Source: an optimization exercise on an open RTL-to-GDS flow (aim: small area, a short achievable clock period and few clock cycles per item). Production flows keep margins and buffers that such runs may drop. Only simulation tests tie the RTL to the original design; equivalence was not proved. Power is estimated from default activity; no workload was simulated.

===== flow/run.sh =====
#!/bin/bash
# synth_recipe.tcl (not shown) runs the flow's synth.tcl, then flattens the netlist and writes it again
# the make line also repeats each setting of config.mk as NAME=value (left out here)
make -C /OpenROAD-flow-scripts/flow DESIGN_CONFIG=/design/flow/config.mk WORK_HOME=/design/flow/orfs CLKGATE_MAP_FILE= SYNTH_SCRIPT=/design/flow/synth_recipe.tcl finish

===== flow/config.mk =====
export PLATFORM = sky130hd
export DESIGN_NAME = teleop_drive_and_gimbal_command_unit
export DESIGN_NICKNAME = teleop_drive_and_gimbal_command_unit
export VERILOG_FILES = /design/flow/design.v
export SDC_FILE = /design/flow/constraint.sdc
export NUM_CORES = 4
export LEC_CHECK = 0
export ABC_AREA = 1
export CAP_MARGIN = 20
export CORE_MARGIN = 2
export CORE_UTILIZATION = 55
export PLACE_DENSITY = 0.72
export SETUP_SLACK_MARGIN = 4.0
export SLEW_MARGIN = 20

===== flow/constraint.sdc =====
create_clock -name core_clock -period 8.0 [get_ports {i_clk}]
set_input_delay 1.6000 -clock core_clock [delete_from_list [all_inputs] [get_ports {i_clk}]]
set_output_delay 1.6000 -clock core_clock [all_outputs]
set_load 0.01 [all_outputs]

===== flow/design.v =====
package tdgc_pkg;
    localparam logic [6:0]  RST_SPIN_THRESHOLD    = 7'd80;
    localparam logic [15:0] RST_PAN_POS_LIMIT     = 16'd28000;
    localparam logic [15:0] RST_PAN_NEG_LIMIT     = 16'd28000;
    localparam logic [15:0] RST_TILT_TOP_LIMIT    = 16'd18000;
    localparam logic [15:0] RST_TILT_BOTTOM_LIMIT = 16'd18000;
    localparam logic [7:0]  RST_PAN_MAX_RATE8     = 8'd255;    
    localparam logic [7:0]  RST_TILT_MAX_RATE8    = 8'd255;    
    localparam logic [13:0] RST_FS_DIV            = 14'd3937;
    localparam logic [6:0]  RST_FS_MOD            = 7'd1;
    localparam logic [15:0] RST_FS_DIV3           = 16'd11811;
    localparam logic [7:0]  SPIN_SPEED = 8'd90;
endpackage
module tdgc_ctrl
(
    input  logic        i_clk,
    input  logic        i_rst_n,
    input  logic        i_cfg_we,
    input  logic [2:0]  i_cfg_idx,
    input  logic [19:0] i_cfg_data,
    output logic        o_busy,
    output logic [6:0]  o_spin_thr,
    output logic [13:0] o_fs_div,      
    output logic [6:0]  o_fs_mod,      
    output logic [15:0] o_fs_div3,     
    output logic [15:0] o_pan_pos_lim,
    output logic [15:0] o_pan_neg_lim,
    output logic [15:0] o_tilt_top_lim,
    output logic [15:0] o_tilt_bot_lim,
    output logic [7:0]  o_pan_rate8,
    output logic [7:0]  o_tilt_rate8
);
    logic [2:0]  r_div_cnt;
    logic [8:0]  w_rem4;
    logic [1:0]  w_digit;
    logic [7:0]  w_rate8;
    assign w_rate8 = (|i_cfg_data[15:11]) ? 8'hFF : i_cfg_data[10:3];
    always_ff @(posedge i_clk) begin
        if (!i_rst_n) begin
            o_spin_thr     <= tdgc_pkg::RST_SPIN_THRESHOLD;
            o_pan_pos_lim  <= tdgc_pkg::RST_PAN_POS_LIMIT;
            o_pan_neg_lim  <= tdgc_pkg::RST_PAN_NEG_LIMIT;
            o_tilt_top_lim <= tdgc_pkg::RST_TILT_TOP_LIMIT;
            o_tilt_bot_lim <= tdgc_pkg::RST_TILT_BOTTOM_LIMIT;
            o_pan_rate8    <= tdgc_pkg::RST_PAN_MAX_RATE8;
            o_tilt_rate8   <= tdgc_pkg::RST_TILT_MAX_RATE8;
        end else if (i_cfg_we) begin
            case (i_cfg_idx)
                3'd0: o_spin_thr     <= i_cfg_data[6:0];
                3'd2: o_pan_pos_lim  <= i_cfg_data[15:0];
                3'd3: o_pan_neg_lim  <= i_cfg_data[15:0];
                3'd4: o_tilt_top_lim <= i_cfg_data[15:0];
                3'd5: o_tilt_bot_lim <= i_cfg_data[15:0];
                3'd6: o_pan_rate8    <= w_rate8;
                3'd7: o_tilt_rate8   <= w_rate8;
                default: begin
                end
            endcase
        end
    end
    assign w_rem4  = {o_fs_mod, o_fs_div[13:12]};
    assign w_digit = (w_rem4 >= 9'd381) ? 2'd3 :
                     (w_rem4 >= 9'd254) ? 2'd2 :
                     (w_rem4 >= 9'd127) ? 2'd1 : 2'd0;
    always_ff @(posedge i_clk) begin
        if (!i_rst_n) begin
            o_fs_div  <= tdgc_pkg::RST_FS_DIV;
            o_fs_div3 <= tdgc_pkg::RST_FS_DIV3;
            o_fs_mod  <= tdgc_pkg::RST_FS_MOD;
            r_div_cnt <= 3'd0;
        end else if (i_cfg_we && i_cfg_idx == 3'd1) begin
            o_fs_div  <= i_cfg_data[13:0];
            o_fs_div3 <= 16'd0;
            o_fs_mod  <= {1'b0, i_cfg_data[19:14]};
            r_div_cnt <= 3'd7;
        end else if (r_div_cnt != 3'd0) begin
            o_fs_mod  <= 7'(w_rem4[6:0] + {5'd0, w_digit});
            o_fs_div  <= {o_fs_div[11:0], w_digit};
            o_fs_div3 <= {o_fs_div3[13:0], 2'b00} + {12'd0, w_digit, 2'b00} - {14'd0, w_digit};
            r_div_cnt <= r_div_cnt - 3'd1;
        end
    end
    assign o_busy = r_div_cnt[2] | (r_div_cnt[1] & r_div_cnt[0]);
endmodule
module tdgc_dp
(
    input  logic [7:0]  i_g,          
    input  logic [17:0] i_pos,        
    input  logic [15:0] i_lim_p,
    input  logic [15:0] i_lim_n,
    input  logic [7:0]  i_rate8,      
    output logic [17:0] o_pos,
    output logic [7:0]  o_rate8,      
    output logic        o_hit,
    output logic        o_fault
);
    logic        w_above;
    logic        w_below;
    logic [9:0]  w_lo;
    logic [6:0]  w_hi_up;
    logic [6:0]  w_hi_dn;
    logic [6:0]  w_hi;
    logic [7:0]  w_abs;
    assign w_above = ~i_pos[17] & (i_pos[16:0] > {1'b0, i_lim_p});
    assign w_below = i_pos[17] & (~i_pos[16:0] >= {1'b0, i_lim_n});
    assign o_hit   = (w_above & ~i_g[7] & (|i_g[6:0])) | (w_below & i_g[7]);
    assign w_lo    = {2'b00, i_pos[10:3]} + {{2{i_g[7]}}, i_g};
    assign w_hi_up = i_pos[17:11] + 7'd1;
    assign w_hi_dn = i_pos[17:11] - 7'd1;
    assign w_hi    = w_lo[9] ? w_hi_dn : (w_lo[8] ? w_hi_up : i_pos[17:11]);
    always_comb begin
        if (o_hit) begin
            o_pos = i_pos;
        end else begin
            o_pos = {w_hi, w_lo[7:0], i_pos[2:0]};
        end
    end
    assign w_abs   = i_g[7] ? 8'(8'd0 - i_g) : i_g;
    assign o_fault = ~o_hit & (w_abs > i_rate8);
    assign o_rate8 = (o_hit | o_fault) ? 8'd0 : w_abs;
endmodule
module tdgc_tree
(
    input  logic [15:0] i_d0,
    input  logic [15:0] i_d1,
    input  logic [15:0] i_d2,
    input  logic [15:0] i_d3,
    input  logic [15:0] i_d4,
    input  logic [15:0] i_d5,
    input  logic [15:0] i_d6,
    input  logic [15:0] i_d7,
    input  logic [14:0] i_b,
    output logic [29:0] o_s,
    output logic [29:0] o_c
);
    logic t1;
    logic t2;
    logic t3;
    logic t4;
    logic t5;
    logic t6;
    logic t7;
    logic t8;
    logic t9;
    logic t10;
    logic t11;
    logic t12;
    logic t13;
    logic t14;
    logic t15;
    logic t16;
    logic t17;
    logic t18;
    logic t19;
    logic t20;
    logic t21;
    logic t22;
    logic t23;
    logic t24;
    logic t25;
    logic t26;
    logic t27;
    logic t28;
    logic t29;
    logic t30;
    logic t31;
    logic t32;
    logic t33;
    logic t34;
    logic t35;
    logic t36;
    logic t37;
    logic t38;
    logic t39;
    logic t40;
    logic t41;
    logic t42;
    logic t43;
    logic t44;
    logic t45;
    logic t46;
    logic t47;
    logic t48;
    logic t49;
    logic t50;
    logic t51;
    logic t52;
    logic t53;
    logic t54;
    logic t55;
    logic t56;
    logic t57;
    logic t58;
    logic t59;
    logic t60;
    logic t61;
    logic t62;
    logic t63;
    logic t64;
    logic t65;
    logic t66;
    logic t67;
    logic t68;
    logic t69;
    logic t70;
    logic t71;
    logic t72;
    logic t73;
    logic t74;
    logic t75;
    logic t76;
    logic t77;
    logic t78;
    logic t79;
    logic t80;
    logic t81;
    logic t82;
    logic t83;
    logic t84;
    logic t85;
    logic t86;
    logic t87;
    logic t88;
    logic t89;
    logic t90;
    logic t91;
    logic t92;
    logic t93;
    logic t94;
    logic t95;
    logic t96;
    logic t97;
    logic t98;
    logic t99;
    logic t100;
    logic t101;
    logic t102;
    logic t103;
    logic t104;
    logic t105;
    logic t106;
    logic t107;
    logic t108;
    logic t109;
    logic t110;
    logic t111;
    logic t112;
    logic t113;
    logic t114;
    logic t115;
    logic t116;
    logic t117;
    logic t118;
    logic t119;
    logic t120;
    logic t121;
    logic t122;
    logic t123;
    logic t124;
    logic t125;
    logic t126;
    logic t127;
    logic t128;
    logic t129;
    logic t130;
    logic t131;
    logic t132;
    logic t133;
    logic t134;
    logic t135;
    logic t136;
    logic t137;
    logic t138;
    logic t139;
    logic t140;
    logic t141;
    logic t142;
    logic t143;
    logic t144;
    logic t145;
    logic t146;
    logic t147;
    logic t148;
    logic t149;
    logic t150;
    logic t151;
    logic t152;
    logic t153;
    logic t154;
    logic t155;
    logic t156;
    logic t157;
    logic t158;
    logic t159;
    logic t160;
    logic t161;
    logic t162;
    logic t163;
    logic t164;
    logic t165;
    logic t166;
    logic t167;
    logic t168;
    logic t169;
    logic t170;
    logic t171;
    logic t172;
    logic t173;
    logic t174;
    logic t175;
    logic t176;
    logic t177;
    logic t178;
    logic t179;
    logic t180;
    logic t181;
    logic t182;
    logic t183;
    logic t184;
    logic t185;
    logic t186;
    logic t187;
    logic t188;
    logic t189;
    logic t190;
    logic t191;
    logic t192;
    logic t193;
    logic t194;
    logic t195;
    logic t196;
    assign t1 = i_d0[10] ^ i_d1[8];
    assign t2 = i_d0[10] & i_d1[8];
    assign t3 = i_d0[11] ^ i_d1[9] ^ i_d2[7];
    assign t4 = (i_d0[11] & i_d1[9]) | (i_d0[11] & i_d2[7]) | (i_d1[9] & i_d2[7]);
    assign t5 = i_d0[12] ^ i_d1[10] ^ i_d2[8];
    assign t6 = (i_d0[12] & i_d1[10]) | (i_d0[12] & i_d2[8]) | (i_d1[10] & i_d2[8]);
    assign t7 = i_d3[6] ^ i_d4[4];
    assign t8 = i_d3[6] & i_d4[4];
    assign t9 = i_d0[13] ^ i_d1[11] ^ i_d2[9];
    assign t10 = (i_d0[13] & i_d1[11]) | (i_d0[13] & i_d2[9]) | (i_d1[11] & i_d2[9]);
    assign t11 = i_d3[7] ^ i_d4[5] ^ i_d5[3];
    assign t12 = (i_d3[7] & i_d4[5]) | (i_d3[7] & i_d5[3]) | (i_d4[5] & i_d5[3]);
    assign t13 = i_d0[14] ^ i_d1[12] ^ i_d2[10];
    assign t14 = (i_d0[14] & i_d1[12]) | (i_d0[14] & i_d2[10]) | (i_d1[12] & i_d2[10]);
    assign t15 = i_d3[8] ^ i_d4[6] ^ i_d5[4];
    assign t16 = (i_d3[8] & i_d4[6]) | (i_d3[8] & i_d5[4]) | (i_d4[6] & i_d5[4]);
    assign t17 = i_d6[2] ^ i_d7[0];
    assign t18 = i_d6[2] & i_d7[0];
    assign t19 = i_d0[15] ^ i_d1[13] ^ i_d2[11];
    assign t20 = (i_d0[15] & i_d1[13]) | (i_d0[15] & i_d2[11]) | (i_d1[13] & i_d2[11]);
    assign t21 = i_d3[9] ^ i_d4[7] ^ i_d5[5];
    assign t22 = (i_d3[9] & i_d4[7]) | (i_d3[9] & i_d5[5]) | (i_d4[7] & i_d5[5]);
    assign t23 = i_d6[3] ^ i_d7[1];
    assign t24 = i_d6[3] & i_d7[1];
    assign t25 = i_d1[14] ^ i_d2[12] ^ i_d3[10];
    assign t26 = (i_d1[14] & i_d2[12]) | (i_d1[14] & i_d3[10]) | (i_d2[12] & i_d3[10]);
    assign t27 = i_d4[8] ^ i_d5[6] ^ i_d6[4];
    assign t28 = (i_d4[8] & i_d5[6]) | (i_d4[8] & i_d6[4]) | (i_d5[6] & i_d6[4]);
    assign t29 = i_d1[15] ^ i_d2[13] ^ i_d3[11];
    assign t30 = (i_d1[15] & i_d2[13]) | (i_d1[15] & i_d3[11]) | (i_d2[13] & i_d3[11]);
    assign t31 = i_d4[9] ^ i_d5[7];
    assign t32 = i_d4[9] & i_d5[7];
    assign t33 = i_d2[14] ^ i_d3[12] ^ i_d4[10];
    assign t34 = (i_d2[14] & i_d3[12]) | (i_d2[14] & i_d4[10]) | (i_d3[12] & i_d4[10]);
    assign t35 = i_d2[15] ^ i_d3[13];
    assign t36 = i_d2[15] & i_d3[13];
    assign t37 = i_d0[6] ^ i_d1[4];
    assign t38 = i_d0[6] & i_d1[4];
    assign t39 = i_d0[7] ^ i_d1[5] ^ i_d2[3];
    assign t40 = (i_d0[7] & i_d1[5]) | (i_d0[7] & i_d2[3]) | (i_d1[5] & i_d2[3]);
    assign t41 = i_d0[8] ^ i_d1[6] ^ i_d2[4];
    assign t42 = (i_d0[8] & i_d1[6]) | (i_d0[8] & i_d2[4]) | (i_d1[6] & i_d2[4]);
    assign t43 = i_d3[2] ^ i_d4[0];
    assign t44 = i_d3[2] & i_d4[0];
    assign t45 = i_d0[9] ^ i_d1[7] ^ i_d2[5];
    assign t46 = (i_d0[9] & i_d1[7]) | (i_d0[9] & i_d2[5]) | (i_d1[7] & i_d2[5]);
    assign t47 = i_d3[3] ^ i_d4[1] ^ i_b[9];
    assign t48 = (i_d3[3] & i_d4[1]) | (i_d3[3] & i_b[9]) | (i_d4[1] & i_b[9]);
    assign t49 = t1 ^ i_d2[6] ^ i_d3[4];
    assign t50 = (t1 & i_d2[6]) | (t1 & i_d3[4]) | (i_d2[6] & i_d3[4]);
    assign t51 = i_d4[2] ^ i_d5[0] ^ i_b[10];
    assign t52 = (i_d4[2] & i_d5[0]) | (i_d4[2] & i_b[10]) | (i_d5[0] & i_b[10]);
    assign t53 = t2 ^ t3 ^ i_d3[5];
    assign t54 = (t2 & t3) | (t2 & i_d3[5]) | (t3 & i_d3[5]);
    assign t55 = i_d4[3] ^ i_d5[1] ^ i_b[11];
    assign t56 = (i_d4[3] & i_d5[1]) | (i_d4[3] & i_b[11]) | (i_d5[1] & i_b[11]);
    assign t57 = t4 ^ t5 ^ t7;
    assign t58 = (t4 & t5) | (t4 & t7) | (t5 & t7);
    assign t59 = i_d5[2] ^ i_d6[0] ^ i_b[12];
    assign t60 = (i_d5[2] & i_d6[0]) | (i_d5[2] & i_b[12]) | (i_d6[0] & i_b[12]);
    assign t61 = t6 ^ t8 ^ t9;
    assign t62 = (t6 & t8) | (t6 & t9) | (t8 & t9);
    assign t63 = t11 ^ i_d6[1] ^ i_b[13];
    assign t64 = (t11 & i_d6[1]) | (t11 & i_b[13]) | (i_d6[1] & i_b[13]);
    assign t65 = t10 ^ t12 ^ t13;
    assign t66 = (t10 & t12) | (t10 & t13) | (t12 & t13);
    assign t67 = t15 ^ t17 ^ i_b[14];
    assign t68 = (t15 & t17) | (t15 & i_b[14]) | (t17 & i_b[14]);
    assign t69 = t14 ^ t16 ^ t18;
    assign t70 = (t14 & t16) | (t14 & t18) | (t16 & t18);
    assign t71 = t19 ^ t21 ^ t23;
    assign t72 = (t19 & t21) | (t19 & t23) | (t21 & t23);
    assign t73 = t20 ^ t22 ^ t24;
    assign t74 = (t20 & t22) | (t20 & t24) | (t22 & t24);
    assign t75 = t25 ^ t27 ^ i_d7[2];
    assign t76 = (t25 & t27) | (t25 & i_d7[2]) | (t27 & i_d7[2]);
    assign t77 = t26 ^ t28 ^ t29;
    assign t78 = (t26 & t28) | (t26 & t29) | (t28 & t29);
    assign t79 = t31 ^ i_d6[5] ^ i_d7[3];
    assign t80 = (t31 & i_d6[5]) | (t31 & i_d7[3]) | (i_d6[5] & i_d7[3]);
    assign t81 = t30 ^ t32 ^ t33;
    assign t82 = (t30 & t32) | (t30 & t33) | (t32 & t33);
    assign t83 = i_d5[8] ^ i_d6[6] ^ i_d7[4];
    assign t84 = (i_d5[8] & i_d6[6]) | (i_d5[8] & i_d7[4]) | (i_d6[6] & i_d7[4]);
    assign t85 = t34 ^ t35 ^ i_d4[11];
    assign t86 = (t34 & t35) | (t34 & i_d4[11]) | (t35 & i_d4[11]);
    assign t87 = i_d5[9] ^ i_d6[7] ^ i_d7[5];
    assign t88 = (i_d5[9] & i_d6[7]) | (i_d5[9] & i_d7[5]) | (i_d6[7] & i_d7[5]);
    assign t89 = t36 ^ i_d3[14] ^ i_d4[12];
    assign t90 = (t36 & i_d3[14]) | (t36 & i_d4[12]) | (i_d3[14] & i_d4[12]);
    assign t91 = i_d5[10] ^ i_d6[8] ^ i_d7[6];
    assign t92 = (i_d5[10] & i_d6[8]) | (i_d5[10] & i_d7[6]) | (i_d6[8] & i_d7[6]);
    assign t93 = i_d3[15] ^ i_d4[13] ^ i_d5[11];
    assign t94 = (i_d3[15] & i_d4[13]) | (i_d3[15] & i_d5[11]) | (i_d4[13] & i_d5[11]);
    assign t95 = i_d6[9] ^ i_d7[7];
    assign t96 = i_d6[9] & i_d7[7];
    assign t97 = i_d4[14] ^ i_d5[12] ^ i_d6[10];
    assign t98 = (i_d4[14] & i_d5[12]) | (i_d4[14] & i_d6[10]) | (i_d5[12] & i_d6[10]);
    assign t99 = i_d4[15] ^ i_d5[13];
    assign t100 = i_d4[15] & i_d5[13];
    assign t101 = i_d0[4] ^ i_d1[2];
    assign t102 = i_d0[4] & i_d1[2];
    assign t103 = i_d0[5] ^ i_d1[3] ^ i_d2[1];
    assign t104 = (i_d0[5] & i_d1[3]) | (i_d0[5] & i_d2[1]) | (i_d1[3] & i_d2[1]);
    assign t105 = t37 ^ i_d2[2] ^ i_d3[0];
    assign t106 = (t37 & i_d2[2]) | (t37 & i_d3[0]) | (i_d2[2] & i_d3[0]);
    assign t107 = t38 ^ t39 ^ i_d3[1];
    assign t108 = (t38 & t39) | (t38 & i_d3[1]) | (t39 & i_d3[1]);
    assign t109 = t40 ^ t41 ^ t43;
    assign t110 = (t40 & t41) | (t40 & t43) | (t41 & t43);
    assign t111 = t42 ^ t44 ^ t45;
    assign t112 = (t42 & t44) | (t42 & t45) | (t44 & t45);
    assign t113 = t46 ^ t48 ^ t49;
    assign t114 = (t46 & t48) | (t46 & t49) | (t48 & t49);
    assign t115 = t50 ^ t52 ^ t53;
    assign t116 = (t50 & t52) | (t50 & t53) | (t52 & t53);
    assign t117 = t54 ^ t56 ^ t57;
    assign t118 = (t54 & t56) | (t54 & t57) | (t56 & t57);
    assign t119 = t58 ^ t60 ^ t61;
    assign t120 = (t58 & t60) | (t58 & t61) | (t60 & t61);
    assign t121 = t62 ^ t64 ^ t65;
    assign t122 = (t62 & t64) | (t62 & t65) | (t64 & t65);
    assign t123 = t66 ^ t68 ^ t69;
    assign t124 = (t66 & t68) | (t66 & t69) | (t68 & t69);
    assign t125 = t70 ^ t72 ^ t73;
    assign t126 = (t70 & t72) | (t70 & t73) | (t72 & t73);
    assign t127 = t74 ^ t76 ^ t77;
    assign t128 = (t74 & t76) | (t74 & t77) | (t76 & t77);
    assign t129 = t78 ^ t80 ^ t81;
    assign t130 = (t78 & t80) | (t78 & t81) | (t80 & t81);
    assign t131 = t82 ^ t84 ^ t85;
    assign t132 = (t82 & t84) | (t82 & t85) | (t84 & t85);
    assign t133 = t86 ^ t88 ^ t89;
    assign t134 = (t86 & t88) | (t86 & t89) | (t88 & t89);
    assign t135 = t90 ^ t92 ^ t93;
    assign t136 = (t90 & t92) | (t90 & t93) | (t92 & t93);
    assign t137 = t94 ^ t96 ^ t97;
    assign t138 = (t94 & t96) | (t94 & t97) | (t96 & t97);
    assign t139 = t98 ^ t99 ^ i_d6[11];
    assign t140 = (t98 & t99) | (t98 & i_d6[11]) | (t99 & i_d6[11]);
    assign t141 = t100 ^ i_d5[14] ^ i_d6[12];
    assign t142 = (t100 & i_d5[14]) | (t100 & i_d6[12]) | (i_d5[14] & i_d6[12]);
    assign t143 = i_d5[15] ^ i_d6[13];
    assign t144 = i_d5[15] & i_d6[13];
    assign t145 = i_d0[2] ^ i_d1[0];
    assign t146 = i_d0[2] & i_d1[0];
    assign t147 = i_d0[3] ^ i_d1[1] ^ i_b[3];
    assign t148 = (i_d0[3] & i_d1[1]) | (i_d0[3] & i_b[3]) | (i_d1[1] & i_b[3]);
    assign t149 = t101 ^ i_d2[0] ^ i_b[4];
    assign t150 = (t101 & i_d2[0]) | (t101 & i_b[4]) | (i_d2[0] & i_b[4]);
    assign t151 = t102 ^ t103 ^ i_b[5];
    assign t152 = (t102 & t103) | (t102 & i_b[5]) | (t103 & i_b[5]);
    assign t153 = t104 ^ t105 ^ i_b[6];
    assign t154 = (t104 & t105) | (t104 & i_b[6]) | (t105 & i_b[6]);
    assign t155 = t106 ^ t107 ^ i_b[7];
    assign t156 = (t106 & t107) | (t106 & i_b[7]) | (t107 & i_b[7]);
    assign t157 = t108 ^ t109 ^ i_b[8];
    assign t158 = (t108 & t109) | (t108 & i_b[8]) | (t109 & i_b[8]);
    assign t159 = t110 ^ t111 ^ t47;
    assign t160 = (t110 & t111) | (t110 & t47) | (t111 & t47);
    assign t161 = t112 ^ t113 ^ t51;
    assign t162 = (t112 & t113) | (t112 & t51) | (t113 & t51);
    assign t163 = t114 ^ t115 ^ t55;
    assign t164 = (t114 & t115) | (t114 & t55) | (t115 & t55);
    assign t165 = t116 ^ t117 ^ t59;
    assign t166 = (t116 & t117) | (t116 & t59) | (t117 & t59);
    assign t167 = t118 ^ t119 ^ t63;
    assign t168 = (t118 & t119) | (t118 & t63) | (t119 & t63);
    assign t169 = t120 ^ t121 ^ t67;
    assign t170 = (t120 & t121) | (t120 & t67) | (t121 & t67);
    assign t171 = t122 ^ t123 ^ t71;
    assign t172 = (t122 & t123) | (t122 & t71) | (t123 & t71);
    assign t173 = t124 ^ t125 ^ t75;
    assign t174 = (t124 & t125) | (t124 & t75) | (t125 & t75);
    assign t175 = t126 ^ t127 ^ t79;
    assign t176 = (t126 & t127) | (t126 & t79) | (t127 & t79);
    assign t177 = t128 ^ t129 ^ t83;
    assign t178 = (t128 & t129) | (t128 & t83) | (t129 & t83);
    assign t179 = t130 ^ t131 ^ t87;
    assign t180 = (t130 & t131) | (t130 & t87) | (t131 & t87);
    assign t181 = t132 ^ t133 ^ t91;
    assign t182 = (t132 & t133) | (t132 & t91) | (t133 & t91);
    assign t183 = t134 ^ t135 ^ t95;
    assign t184 = (t134 & t135) | (t134 & t95) | (t135 & t95);
    assign t185 = t136 ^ t137 ^ i_d7[8];
    assign t186 = (t136 & t137) | (t136 & i_d7[8]) | (t137 & i_d7[8]);
    assign t187 = t138 ^ t139 ^ i_d7[9];
    assign t188 = (t138 & t139) | (t138 & i_d7[9]) | (t139 & i_d7[9]);
    assign t189 = t140 ^ t141 ^ i_d7[10];
    assign t190 = (t140 & t141) | (t140 & i_d7[10]) | (t141 & i_d7[10]);
    assign t191 = t142 ^ t143 ^ i_d7[11];
    assign t192 = (t142 & t143) | (t142 & i_d7[11]) | (t143 & i_d7[11]);
    assign t193 = t144 ^ i_d6[14] ^ i_d7[12];
    assign t194 = (t144 & i_d6[14]) | (t144 & i_d7[12]) | (i_d6[14] & i_d7[12]);
    assign t195 = i_d6[15] ^ i_d7[13];
    assign t196 = i_d6[15] & i_d7[13];
    assign o_s = {i_d7[15], t196, t194, t192, t190, t188, t186, t184, t182, t180, t178, t176, t174, t172, t170, t168, t166, t164, t162, t160, t158, t156, t154, t152, t150, t148, t146, t145, i_d0[1], i_d0[0]};
    assign o_c = {1'b0, i_d7[14], t195, t193, t191, t189, t187, t185, t183, t181, t179, t177, t175, t173, t171, t169, t167, t165, t163, t161, t159, t157, t155, t153, t151, t149, t147, i_b[2], i_b[1], i_b[0]};
endmodule
module teleop_drive_and_gimbal_command_unit
(
    input  logic        i_clk,
    input  logic        i_rst_n,
    input  logic [39:0] s_axis_tdata,
    input  logic        s_axis_tvalid,
    output logic        s_axis_tready,
    output logic [87:0] m_axis_tdata,
    output logic        m_axis_tvalid,
    input  logic        m_axis_tready,
    input  logic        i_cfg_we,
    input  logic [2:0]  i_cfg_idx,
    input  logic [19:0] i_cfg_data
);
    logic        w_cfg_busy;
    logic [6:0]  w_spin_thr;
    logic [13:0] w_fs_div;
    logic [6:0]  w_fs_mod;
    logic [15:0] w_fs_div3;
    logic [15:0] w_pan_pos_lim;
    logic [15:0] w_pan_neg_lim;
    logic [15:0] w_tilt_top_lim;
    logic [15:0] w_tilt_bot_lim;
    logic [7:0]  w_cfg_pan_rate8;
    logic [7:0]  w_cfg_tilt_rate8;
    tdgc_ctrl u_cfg (
        .i_clk          (i_clk),
        .i_rst_n        (i_rst_n),
        .i_cfg_we       (i_cfg_we),
        .i_cfg_idx      (i_cfg_idx),
        .i_cfg_data     (i_cfg_data),
        .o_busy         (w_cfg_busy),
        .o_spin_thr     (w_spin_thr),
        .o_fs_div       (w_fs_div),
        .o_fs_mod       (w_fs_mod),
        .o_fs_div3      (w_fs_div3),
        .o_pan_pos_lim  (w_pan_pos_lim),
        .o_pan_neg_lim  (w_pan_neg_lim),
        .o_tilt_top_lim (w_tilt_top_lim),
        .o_tilt_bot_lim (w_tilt_bot_lim),
        .o_pan_rate8    (w_cfg_pan_rate8),
        .o_tilt_rate8   (w_cfg_tilt_rate8)
    );
    logic r_v1, r_v2, r_v3, r_v4;
    logic r_out_valid;
    logic w_adv;
    logic w_accept;
    assign w_adv         = ~r_out_valid | m_axis_tready;
    assign s_axis_tready = w_adv & ~w_cfg_busy;
    assign w_accept      = s_axis_tvalid & s_axis_tready;
    logic signed [7:0] w_turn;
    logic [7:0]        w_thr;
    logic              w_spin_r;
    logic              w_spin_l;
    logic [7:0]        w_mag;
    logic [1:0]        w_fwd;
    logic [8:0]        w_m1;
    logic [10:0]       w_m3;
    logic [11:0]       w_m9;
    logic [57:0]       w_dec;
    assign w_turn   = $signed(s_axis_tdata[7:0]);
    assign w_thr    = {1'b0, w_spin_thr};
    assign w_spin_r = w_turn > $signed(w_thr);
    assign w_spin_l = w_turn < $signed(8'd0 - w_thr);
    always_comb begin
        if (w_spin_r) begin
            w_fwd = 2'b10;
            w_mag = tdgc_pkg::SPIN_SPEED;
        end else if (w_spin_l) begin
            w_fwd = 2'b01;
            w_mag = tdgc_pkg::SPIN_SPEED;
        end else begin
            w_fwd = {2{~s_axis_tdata[15]}};
            w_mag = s_axis_tdata[15] ? 8'(8'd0 - s_axis_tdata[15:8]) : s_axis_tdata[15:8];
        end
    end
    assign w_m1  = {1'b0, s_axis_tdata[39:32]} + 9'd1;
    assign w_m3  = {2'b00, s_axis_tdata[39:32], 1'b0} + {3'b000, s_axis_tdata[39:32]} + 11'd3;
    assign w_m9  = {1'b0, s_axis_tdata[39:32], 3'b000} + {4'd0, s_axis_tdata[39:32]} + 12'd9;
    assign w_dec = {w_fwd, w_mag, w_m1, w_m3, w_m9, s_axis_tdata[23:16], s_axis_tdata[31:24]};
    logic [1:0]  r_fwd1, r_fwd2, r_fwd3, r_fwd4;
    logic [7:0]  r_pan1, r_pan2, r_pan3, r_pan4;
    logic [7:0]  r_tilt1, r_tilt2, r_tilt3, r_tilt4;
    logic [7:0]  r_mag1;
    logic [8:0]  r_m1_1;
    logic [10:0] r_m3_1;
    logic [11:0] r_m9_1;
    logic [16:0] r_x3_2;
    logic [15:0] r_x2;
    logic [15:0] r_x3;
    logic [21:0] r_w3;
    logic [29:0] r_pa4_s;
    logic [29:0] r_pa4_c;
    logic [7:0]  r_wl4;
    logic [2:0]  r_c4;
    logic [15:0] w_x;
    logic [29:0] w_pa_s;
    logic [29:0] w_pa_c;
    logic [15:0] w_pdig [8];
    logic [21:0] w_w;
    logic [15:0] w_xrow [4];
    logic [16:0] w_x3row [4];
    logic [16:0] w_x3;
    logic [21:0] w_wrow [4];
    logic [7:0]  w_mod8;
    logic [8:0]  w_wd;
    logic [2:0]  w_wc;
    logic [29:0] w_sum;
    logic [27:0] w_duty;
    always_comb begin
        for (int i = 0; i < 4; i++) begin
            case (r_mag1[2*i +: 2])
                2'd0:    w_xrow[i] = '0;
                2'd1:    w_xrow[i] = {7'd0, r_m1_1} << (2 * i);
                2'd2:    w_xrow[i] = {6'd0, r_m1_1, 1'b0} << (2 * i);
                default: w_xrow[i] = {5'd0, r_m3_1} << (2 * i);
            endcase
        end
    end
    assign w_x     = w_xrow[0] + w_xrow[1] + w_xrow[2] + w_xrow[3];
    always_comb begin
        for (int i = 0; i < 4; i++) begin
            case (r_mag1[2*i +: 2])
                2'd0:    w_x3row[i] = '0;
                2'd1:    w_x3row[i] = {6'd0, r_m3_1} << (2 * i);
                2'd2:    w_x3row[i] = {5'd0, r_m3_1, 1'b0} << (2 * i);
                default: w_x3row[i] = {5'd0, r_m9_1} << (2 * i);
            endcase
        end
    end
    assign w_x3    = w_x3row[0] + w_x3row[1] + w_x3row[2] + w_x3row[3];
    assign w_mod8 = {1'b0, w_fs_mod};
    always_comb begin
        for (int i = 0; i < 4; i++) begin
            case (w_mod8[2*i +: 2])
                2'd0:    w_wrow[i] = '0;
                2'd1:    w_wrow[i] = {6'd0, r_x2} << (2 * i);
                2'd2:    w_wrow[i] = {5'd0, r_x2, 1'b0} << (2 * i);
                default: w_wrow[i] = {5'd0, r_x3_2} << (2 * i);
            endcase
        end
    end
    always_comb begin
        for (int i = 0; i < 8; i++) begin
            case (r_x3[2*i +: 2])
                2'd0:    w_pdig[i] = '0;
                2'd1:    w_pdig[i] = {2'b00, w_fs_div};
                2'd2:    w_pdig[i] = {1'b0, w_fs_div, 1'b0};
                default: w_pdig[i] = w_fs_div3;
            endcase
        end
    end
    tdgc_tree u_tree (
        .i_d0 (w_pdig[0]),
        .i_d1 (w_pdig[1]),
        .i_d2 (w_pdig[2]),
        .i_d3 (w_pdig[3]),
        .i_d4 (w_pdig[4]),
        .i_d5 (w_pdig[5]),
        .i_d6 (w_pdig[6]),
        .i_d7 (w_pdig[7]),
        .i_b  ({r_w3[21], r_w3[20:14], r_w3[20:14]}),
        .o_s  (w_pa_s),
        .o_c  (w_pa_c)
    );
    assign w_w     = w_wrow[0] + w_wrow[1] + w_wrow[2] + w_wrow[3];
    assign w_wd    = {2'b00, r_w3[6:0]} + {2'b00, r_w3[13:7]} + {2'b00, r_w3[20:14]} +
                     {8'd0, r_w3[21]};
    assign w_wc    = {2'b00, r_w3[21]} +
                     ((w_wd >= 9'd381) ? 3'd3 : (w_wd >= 9'd254) ? 3'd2 :
                      (w_wd >= 9'd127) ? 3'd1 : 3'd0);
    assign w_sum   = r_pa4_s + r_pa4_c + {22'd0, r_wl4} + {27'd0, r_c4};
    assign w_duty  = (|w_sum[29:28]) ? 28'hFFFFFFF : w_sum[27:0];
    always_ff @(posedge i_clk) begin
        if (!i_rst_n) begin
            r_v1        <= 1'b0;
            r_v2        <= 1'b0;
            r_v3        <= 1'b0;
            r_v4        <= 1'b0;
            r_out_valid <= 1'b0;
        end else begin
            if (w_adv) begin
                r_v1        <= w_accept;
                r_v2        <= r_v1;
                r_v3        <= r_v2;
                r_v4        <= r_v3;
                r_out_valid <= r_v4;
            end
        end
    end
    always_ff @(posedge i_clk) begin
        if (w_adv) begin
            {r_fwd1, r_mag1, r_m1_1, r_m3_1, r_m9_1, r_pan1, r_tilt1} <= w_dec;
            r_x2    <= w_x;
            r_x3_2  <= w_x3;
            r_fwd2  <= r_fwd1;
            r_pan2  <= r_pan1;
            r_tilt2 <= r_tilt1;
            r_x3    <= r_x2;
            r_w3    <= w_w;
            r_fwd3  <= r_fwd2;
            r_pan3  <= r_pan2;
            r_tilt3 <= r_tilt2;
            r_pa4_s <= w_pa_s;
            r_pa4_c <= w_pa_c;
            r_wl4   <= {r_w3[21], r_w3[13:7]};
            r_c4    <= w_wc;
            r_fwd4  <= r_fwd3;
            r_pan4  <= r_pan3;
            r_tilt4 <= r_tilt3;
        end
    end
    logic [17:0] r_pan_pos;
    logic [17:0] r_tilt_pos;
    logic [17:0] w_pan_pos;
    logic [17:0] w_tilt_pos;
    logic [7:0]  w_pan_rate8;
    logic [7:0]  w_tilt_rate8;
    logic        w_pan_hit, w_tilt_hit, w_pan_fault, w_tilt_fault;
    tdgc_dp u_pan (
        .i_g     (r_pan4),
        .i_pos   (r_pan_pos),
        .i_lim_p (w_pan_pos_lim),
        .i_lim_n (w_pan_neg_lim),
        .i_rate8 (w_cfg_pan_rate8),
        .o_pos   (w_pan_pos),
        .o_rate8 (w_pan_rate8),
        .o_hit   (w_pan_hit),
        .o_fault (w_pan_fault)
    );
    tdgc_dp u_tilt (
        .i_g     (r_tilt4),
        .i_pos   (r_tilt_pos),
        .i_lim_p (w_tilt_top_lim),
        .i_lim_n (w_tilt_bot_lim),
        .i_rate8 (w_cfg_tilt_rate8),
        .o_pos   (w_tilt_pos),
        .o_rate8 (w_tilt_rate8),
        .o_hit   (w_tilt_hit),
        .o_fault (w_tilt_fault)
    );
    always_ff @(posedge i_clk) begin
        if (!i_rst_n) begin
            r_pan_pos  <= '0;
            r_tilt_pos <= '0;
        end else if (w_adv & r_v4) begin
            r_pan_pos  <= w_pan_pos;
            r_tilt_pos <= w_tilt_pos;
        end
    end
    logic [1:0]  r_o_fwd;
    logic [27:0] r_o_duty;
    logic [1:0]  r_o_pos;
    logic [7:0]  r_o_pan_rate8;
    logic [7:0]  r_o_tilt_rate8;
    logic [1:0]  r_o_hit;
    logic [1:0]  r_o_fault;
    always_ff @(posedge i_clk) begin
        if (w_adv) begin
            r_o_fwd        <= r_fwd4;
            r_o_duty       <= w_duty;
            r_o_pos        <= {~r_tilt4[7], ~r_pan4[7]};
            r_o_pan_rate8  <= w_pan_rate8;
            r_o_tilt_rate8 <= w_tilt_rate8;
            r_o_hit        <= {w_tilt_hit, w_pan_hit};
            r_o_fault      <= {w_tilt_fault, w_pan_fault};
        end
    end
    assign m_axis_tvalid = r_out_valid;
    assign m_axis_tdata  = {2'b00, r_o_fault, r_o_hit,
                            r_o_tilt_rate8, 3'b000, r_o_pan_rate8, 3'b000,
                            r_o_pos, r_o_duty, r_o_duty, r_o_fwd};
endmodule

==> results of run 1 <==
[worst register-to-register path: cells and delay by family, from the launching register on]
kind                     cells  cell delay [ps]
AO/OA/AOI/OAI                1              570
adder cells (fa/ha/maj)      4             1760
buffers and inverters        3              690
flip-flops                   1              720
[synth_stat cells, types with 5 or more instances]
cell       instances  area share [%]
nand3b_1          25            0.54
nand4_1           19            0.34
nand2_1          624             6.8
ha_1             332              12
buf_2              9            0.13
xor2_1            82             2.1
nand3_2            9            0.26
clkinv_1          12            0.13
o211ai_1          54             1.2
nand2_2           10            0.18
nand3_1          115             1.7
edfxtp_1         299              26
nor2_1           236             2.6
o2111ai_1          9            0.23
a31oi_1           12            0.22
a221oi_1          65             1.7
dfxtp_1          162             9.4
o221ai_1         129             3.3
xnor2_1           48             1.2
fa_1             164             9.5
buf_4             38            0.83
inv_1            697             7.6
clkbuf_1          97             1.1
nor3_1            31            0.45
o22ai_1           47            0.85
a21oi_1          315             4.6
a21o_1             5            0.11
buf_1              6           0.065
o21bai_1          19            0.41
o21ai_0          227             3.3
[metal layers]
layer | GRT usage [%] | share of wire [%] | vias to the layer above
met1 | 38.57 | 41 | 13338
met3 | 5.134 | 7.9 | 354
li1 | - | - | 13635
met5 | 0 | 0 | -
met2 | 48.98 | 46 | 1341
met4 | 13.23 | 5.0 | 0
[cell type report]
cell class	count	share of cell area (%)
Clock buffer	58	3.420
Clock inverter	38	1.267
Inverter	714	7.009
Multi-Input combinational cell	2628	49.02
Sequential cell	461	31.63
Tap cell	837	2.706
Timing Repair Buffer	206	4.956
[registers in the layout, summed over array words and instances (netlist names), 16 cells and up]
signal                flops
r_o_duty                 28
r_x3                     16
r_pa4_c                  29
u_cfg.o_pan_neg_lim      16
u_cfg.o_tilt_bot_lim     16
u_cfg.o_tilt_top_lim     16
r_w3                     22
u_cfg.o_fs_div3          16
r_x3_2                   16
r_x2                     16
r_pa4_s                  30
u_cfg.o_pan_pos_lim      16
[what timing repair did]
action	CTS	global route
buffers inserted	7	38
pin swaps	1	0
hold buffers	0	0
gates resized for setup	28	48
gates cloned	0	0
endpoints found under the setup margin	27	122
endpoints found under the hold margin	0	0
[worst paths after layout]
check | from | endpoint | slack [ps]
hold reg to reg | r_pan1[2] | r_pan2[2] | 420
setup / recovery | u_cfg.o_fs_div[4] | r_pa4_c[14] | 4000
hold / removal | r_pan1[2] | r_pan2[2] | 420
setup reg to reg | u_cfg.o_fs_div[4] | r_pa4_c[14] | 4000
[metrics by stage]
step | cell area (µm²) | utilization [%] | power, mW
final | 38700 | 62.60 | 17.63
after global routing | 38700 | 62.60 | 19.21
after CTS | 38270 | 61.91 | 17.44
after detailed placement | 36350 | 58.80 | 14.80
after global placement | 36350 | 58.80 | 14.63
after floorplan | 34490 | - | 11.76
[kinds of logic after synthesis]
family / after synthesis
xor gates and xnor gates: 130
adders and majority gates: 496
buffers and inverters: 869
DFF: 461
and+or+nand+nor: 1091
AOI/OAI and AO/OA: 903
other: 1
[where the power goes]
| part | leakage, nW | internal, mW | switching (mW) |
|---|---|---|---|
| Sequential | 4.58 | 3.79 | 0.778 |
| Clock | 0.869 | 1.47 | 1.04 |
| Combinational | 12.4 | 4.18 | 6.37 |
| Total | 17.9 | 9.44 | 8.18 |
==> impl_metrics.csv, run 1 <==
group,metric,value,unit
die,die_w,254.3,µm
cells_and_area,diodes,0,
place,dp_worst_setup_slack,3428,ps
yosys,mappedNetlistArea,34450,µm²
critical_path,arrival,4360,ps
drt,drc,0,
timing,worstMarginPinSlew,1095,ps
timing,clock.fmax,250.1,MHz
cells_and_area,multiInputGateArea,18970,µm²
pwr,p_leak,17.87,nW
yosys,seq_area_frac_synth,35.47,%
die,core.rowCount,91,
yosys,synth-simple-area-share,13.36,%
yosys,ys_seq_elements,461,
place,gp_congestion,0.9949,
critical_path,critical_path.top_delay_family,"adder cells",
place,dp_cells,4801,
timing,min_period,3999,ps
global_route,grt_pass1_wl,150700,µm
place,io_buffers,149,
flow_run,max_cap_viol_count,0,
yosys,synth_edf_count,299,
global_route,overflow,0,
timing,fin_skew,27.28,ps
yosys,synth_ff_type,"edfxtp_1",
critical_path,cp_max_fo,11,
timing,setup_tns,0,ps
yosys,synthAdderAreaFrac,21.59,%
die,core,61830,µm²
global_route,grt_pass1_vias,27450,
cells_and_area,fin_nets,4626,
cells_and_area,final_cell_mix,"682 x inv_1, 616 x nand2_1, 332 x ha_1",
critical_path,worstPathRequired,8360,ps
drt,wl,96520,µm
die,ios,158,
global_route,grt_usage,29.75,%
drt,drt_iter0_drc,3011,
cells_and_area,drive_gt1_share,5.871,%
yosys,synthArstFlopShare,0,%
yosys,synth_warnings,11,
drt,wl_per_cell,19.53,µm
clock_network,cts_buffers,51,
critical_path,critPathKind,"flop to flop",
pwr,peakVddDrop,0.2451,mV
pwr,powerDensity,455.4,nW/µm²
clock_network,htreeDepth,2,
critical_path,critPathBufInv,3,
timing,finalSetupViolCount,0,
yosys,syn_inst,3951,
cells_and_area,stdcell_count,4942,
cells_and_area,regArea,12240,µm²
yosys,synth_compound_area_share,16.26,%
drt,drt-pass1-iter-count,8,
global_route,grt_max_degree,99,
timing,finalMaxSlewViolations,0,
run_status,status,"no timing/DRC/antenna violations",
critical_path,cp.depth,8,
yosys,yosysUniqueCellTypes,58,
clock_network,clockBufferDepth,3,
clock_network,cts_tree,"built",
clock_network,path_clk_slew,60,ps
place,dp_hpwl,72000,µm
yosys,synthMuxAreaShare,0,%
timing,finalCritPeriodShare,49.98,%
yosys,synth_top_family_by_area,"adder cells",
cells_and_area,final_common_cell,"inv_1",
cells_and_area,area_growth,12.34,%
clock_network,cts_sinks,461,
critical_path,path_cells,"inv_1 -> a221oi_2 -> fa_1 -> fa_1 -> inv_1 -> fa_1 -> inv_1 -> fa_1",
critical_path,slowest_delay,720,ps
drt,postRouteAntennaNets,0,
clock_network,cts_root_buf,"clkbuf_16",
min_path,min_path_type,"flop to flop",
yosys,syn_area_per_cell,8.720,µm²
global_route,grt_antenna_before_repair,0,
timing,whs,416.8,ps
drt,vias,28668,
critical_path,path_common_cell,"fa_1",
critical_path,r2r_cells,8,
critical_path,start_kind,"flop",
cells_and_area,fillerInstances,5390,
critical_path,cp_slowest_cell,"dfxtp_1",
timing,hold_viol,0,
timing,slew_headroom,26.74,%
drt,vias_per_cell,5.801,
timing,fin_ws,4001,ps
die,die-area,64660,µm²
clock_network,clk-insertion-delay-late,630,ps
timing,rsz0062_at_grt,"true",
yosys,synthXorXnorAreaFrac,3.305,%
critical_path,cp-end-kind,"flop",
die,die_h,254.3,µm
min_path,hold_depth,0,
die,start_util,55.73,%
Testbench counts, summed over its fixed seeds: cycles 2,440, items 2,400.
==> run 2: changes to the inputs <==
--- a/flow/config.mk
+++ b/flow/config.mk
@@ -8,7 +8,7 @@
 export ABC_AREA = 1
 export CAP_MARGIN = 20
 export CORE_MARGIN = 2
-export CORE_UTILIZATION = 55
-export PLACE_DENSITY = 0.72
-export SETUP_SLACK_MARGIN = 4.0
+export CORE_UTILIZATION = 65
+export PLACE_DENSITY = 0.8
+export SETUP_SLACK_MARGIN = 4.2
 export SLEW_MARGIN = 20
==> impl_metrics.csv, run 2 <==
group,metric,value,unit
timing,finalMaxSlewViolations,0,
global_route,overflow,0,
cells_and_area,regMostFlops,"r_pa4_s",
timing,finalSetupViolCount,0,
critical_path,critPathBufInv,4,
cells_and_area,reg_top3,"r_pa4_s: 30 flops, r_pa4_c: 29 flops, r_o_duty: 28 flops",
drt,wl_per_cell,20.72,µm
drt,vias_per_cell,6.137,
critical_path,critPathKind,"flop to flop",
yosys,synthTopCellsByCount,"697 x inv_1, 624 x nand2_1, 332 x ha_1",
timing,fin_skew,17.88,ps
critical_path,r2r_slack,4220,ps
cells_and_area,area_growth,13.02,%
drt,drc,0,
place,io_buffers,149,
yosys,synth_warnings,11,
die,ios,158,
critical_path,critical_path.top_delay_family,"adder cells",
run_status,status,"no timing/DRC/antenna violations",
pwr,intPower,9.584,mW
pwr,seqPwrFrac,24.8,%
clock_network,cts_buffers,49,
die,start_util,65.69,%
pwr,p_clk_share,12.8,%
yosys,seq_area_frac_synth,35.47,%
clock_network,path_clk_slew,70,ps
cells_and_area,largest_register_ffs,30,
die,die-area,54860,µm²
yosys,synth.largest_area_cell,"edfxtp_1",
clock_network,cts_root_buf,"clkbuf_16",
critical_path,start_kind,"flop",
cells_and_area,drive_gt1_share,7.872,%
die,core.rowCount,84,
clock_network,clk-insertion-delay-late,630,ps
global_route,grt_usage,36.06,%
pwr,p_leak,18.02,nW
place,dp_worst_setup_slack,3409,ps
yosys,synthTopCellsByArea,"edfxtp_1 26%, ha_1 12%, fa_1 9.5%",
yosys,syn_inst,3951,
place,dp_hpwl,73610,µm
clock_network,cts_tree,"built",
clock_network,htreeDepth,2,
min_path,min_path_type,"flop to flop",
drt,drt_iter0_drc,3370,
timing,finalCritPeriodShare,47.31,%
cells_and_area,design_area,38940,µm²
pwr,p_sw_share,47.20,%
yosys,yosysMostFrequentCell,"inv_1",
pwr,power.total,18.15,mW
yosys,synthArstFlopShare,0,%
timing,rsz0062_at_grt,"true",
place,dpl_cell_area,36190,µm²
clock_network,clockBufferDepth,3,
yosys,syn_area_per_cell,8.720,µm²
critical_path,slowest_delay,530,ps
cells_and_area,final_common_cell,"inv_1",
drt,postRouteAntennaNets,0,
critical_path,arrival,4160,ps
place,dp_cells,4653,
cells_and_area,diodes,0,
clock_network,cts_sinks,461,
place,gp_congestion,1.027,
pwr,p_sw,8.568,mW
drt,drt-pass1-iter-count,8,
critical_path,cp_slowest_cell,"fa_1",
drt,vias,29634,
timing,min_period,3785,ps
pwr,p_comb_share,62.4,%
yosys,synth_ff_type,"edfxtp_1",
timing,hold_viol,0,
global_route,grt_max_degree,172,
critical_path,cp-end-kind,"flop",
cells_and_area,final_cell_mix,"679 x inv_1, 611 x nand2_1, 322 x ha_1",
die,die_h,234.2,µm
cells_and_area,stdcell_count,4829,
global_route,grt_pass1_wl,152800,µm
pwr,powerDensity,466.2,nW/µm²
die,die_w,234.2,µm
critical_path,cp_max_fo,18,
flow_run,max_cap_viol_count,0,
critical_path,path_cells,"buf_4 -> nand2_8 -> inv_1 -> nand2_1 -> o221ai_1 -> fa_1 -> inv_1 -> fa_1 -> inv_1 -> ha_2 -> a21oi_2 -> o21a_1 -> o31ai_4 -> nand2_1 -> nand2_1 -> a21oi_2 -> xnor2_1",
timing,clock.fmax,264.2,MHz
yosys,synth_top_area_share,26.06,%
timing,worstMarginPinSlew,973.5,ps
yosys,mappedNetlistArea,34450,µm²
cells_and_area,fin_nets,4664,
yosys,ys_seq_elements,461,
timing,setup_tns,0,ps
pwr,peakVddDrop,0.3863,mV
timing,slew_headroom,35.10,%
critical_path,worstPathRequired,8370,ps
drt,wl,100000,µm
die,core,52450,µm²
yosys,yosysUniqueCellTypes,58,
timing,fin_ws,4215,ps
cells_and_area,fillerInstances,3836,
global_route,grt_pass1_vias,28170,
global_route,grt_antenna_before_repair,0,
yosys,synth_edf_count,299,
## run 2: routing by layer
metal,vias to the layer above,GRT usage [%],share of wire [%]
met5,-,0,0
met4,0,18.73,5.6
met3,410,5.776,8.7
met2,1548,61.10,48
met1,13932,44.48,38
li1,13744,-,-
## run 2: cells by family (layout without fill, tap and decap cells)
kind of cell               after synthesis  count (layout)  synth area share (%)
buffers and inverters                  869            1052                 10.01
and+or+nand+nor                       1091            1091                 13.36
xor gates and xnor gates               130             130                 3.305
other                                    1               8               0.01088
AOI/OAI and AO/OA                      903             903                 16.26
DFF                                    461             461                 35.47
adders and majority gates              496             496                 21.59
## run 2: cell type report
class	count	area (µm²)	area share, %
clock inverter	34	339.1	0.8708
clock buffer	58	1291	3.316
timing repair inverter	1	8.758	0.02249
tap	688	860.8	2.211
inverter	714	2746	7.053
multi-input combinational	2628	19220	49.35
timing repair buffer	245	2222	5.707
sequential	461	12250	31.47
## run 2: worst paths after layout
check	start	end	cells past startpoint
setup / recovery	r_mag1[5]	r_x3_2[14]	17
hold / removal	r_tilt2[5]	r_tilt3[5]	0
setup reg to reg	r_mag1[5]	r_x3_2[14]	17
hold reg to reg	r_tilt2[5]	r_tilt3[5]	0
## run 2: metrics by stage
step	hold WS, ps	utilization [%]
2_1_floorplan	400.3	-
3_3_place_gp	400.3	69.00
3_5_place_dp	404.5	69.00
4_1_cts	418.2	72.77
5_1_grt	422.1	74.25
6_report	417.3	74.25
## run 2: power by group through the flow
stage	logic (mW)	registers, mW	clock network [mW]
final	11.3	4.51	2.32
after global routing	12.6	4.54	2.44
after CTS	10.7	4.51	2.34
after detailed placement	10.5	4.56	0
after floorplan	7.63	4.13	0
after global placement	10.1	4.54	0
## run 2: what timing repair did
action | 4_1_cts | 5_1_grt
gates cloned | 0 | 1
setup buffers | 29 | 54
endpoints found under the setup margin | 50 | 68
pin swaps | 1 | 13
gates resized for setup | 58 | 91
hold buffers | 0 | 0

## afterwards: timing with drivers on the ports
The results above use ideal ports. As a check the final layouts listed here were re-extracted and re-timed, cells and wires unchanged.
Step 1 sets driving cells, clkbuf_16 on the clock port and buf_2 on the other inputs (assumed; they add their load-dependent delay and slew).
Step 2 also shifts input and output timing later by t, the mid clock arrival at the registers, as if the neighbouring blocks saw the same clock.
Slacks: no drivers / after step 1 / after step 2; pairs: no drivers / after step 1.
| run | shift t [ns] | slack for setup (ns) | hold slack, ns | worst register clock-pin slew, ns |
|---|---|---|---|---|
| run 1 | 0.677 | 4.001 / 4.001 / 3.570 | 0.417 / 0.417 / 0.417 | 0.07 / 0.07 |
| run 2 | 0.682 | 4.215 / 4.215 / 3.709 | 0.417 / 0.417 / 0.417 | 0.07 / 0.07 |
After both steps setup and hold are still met in every run listed. The setup slack of run 2, which loses most, moves by 0.000 ns with the drivers and by -0.506 ns with both steps.
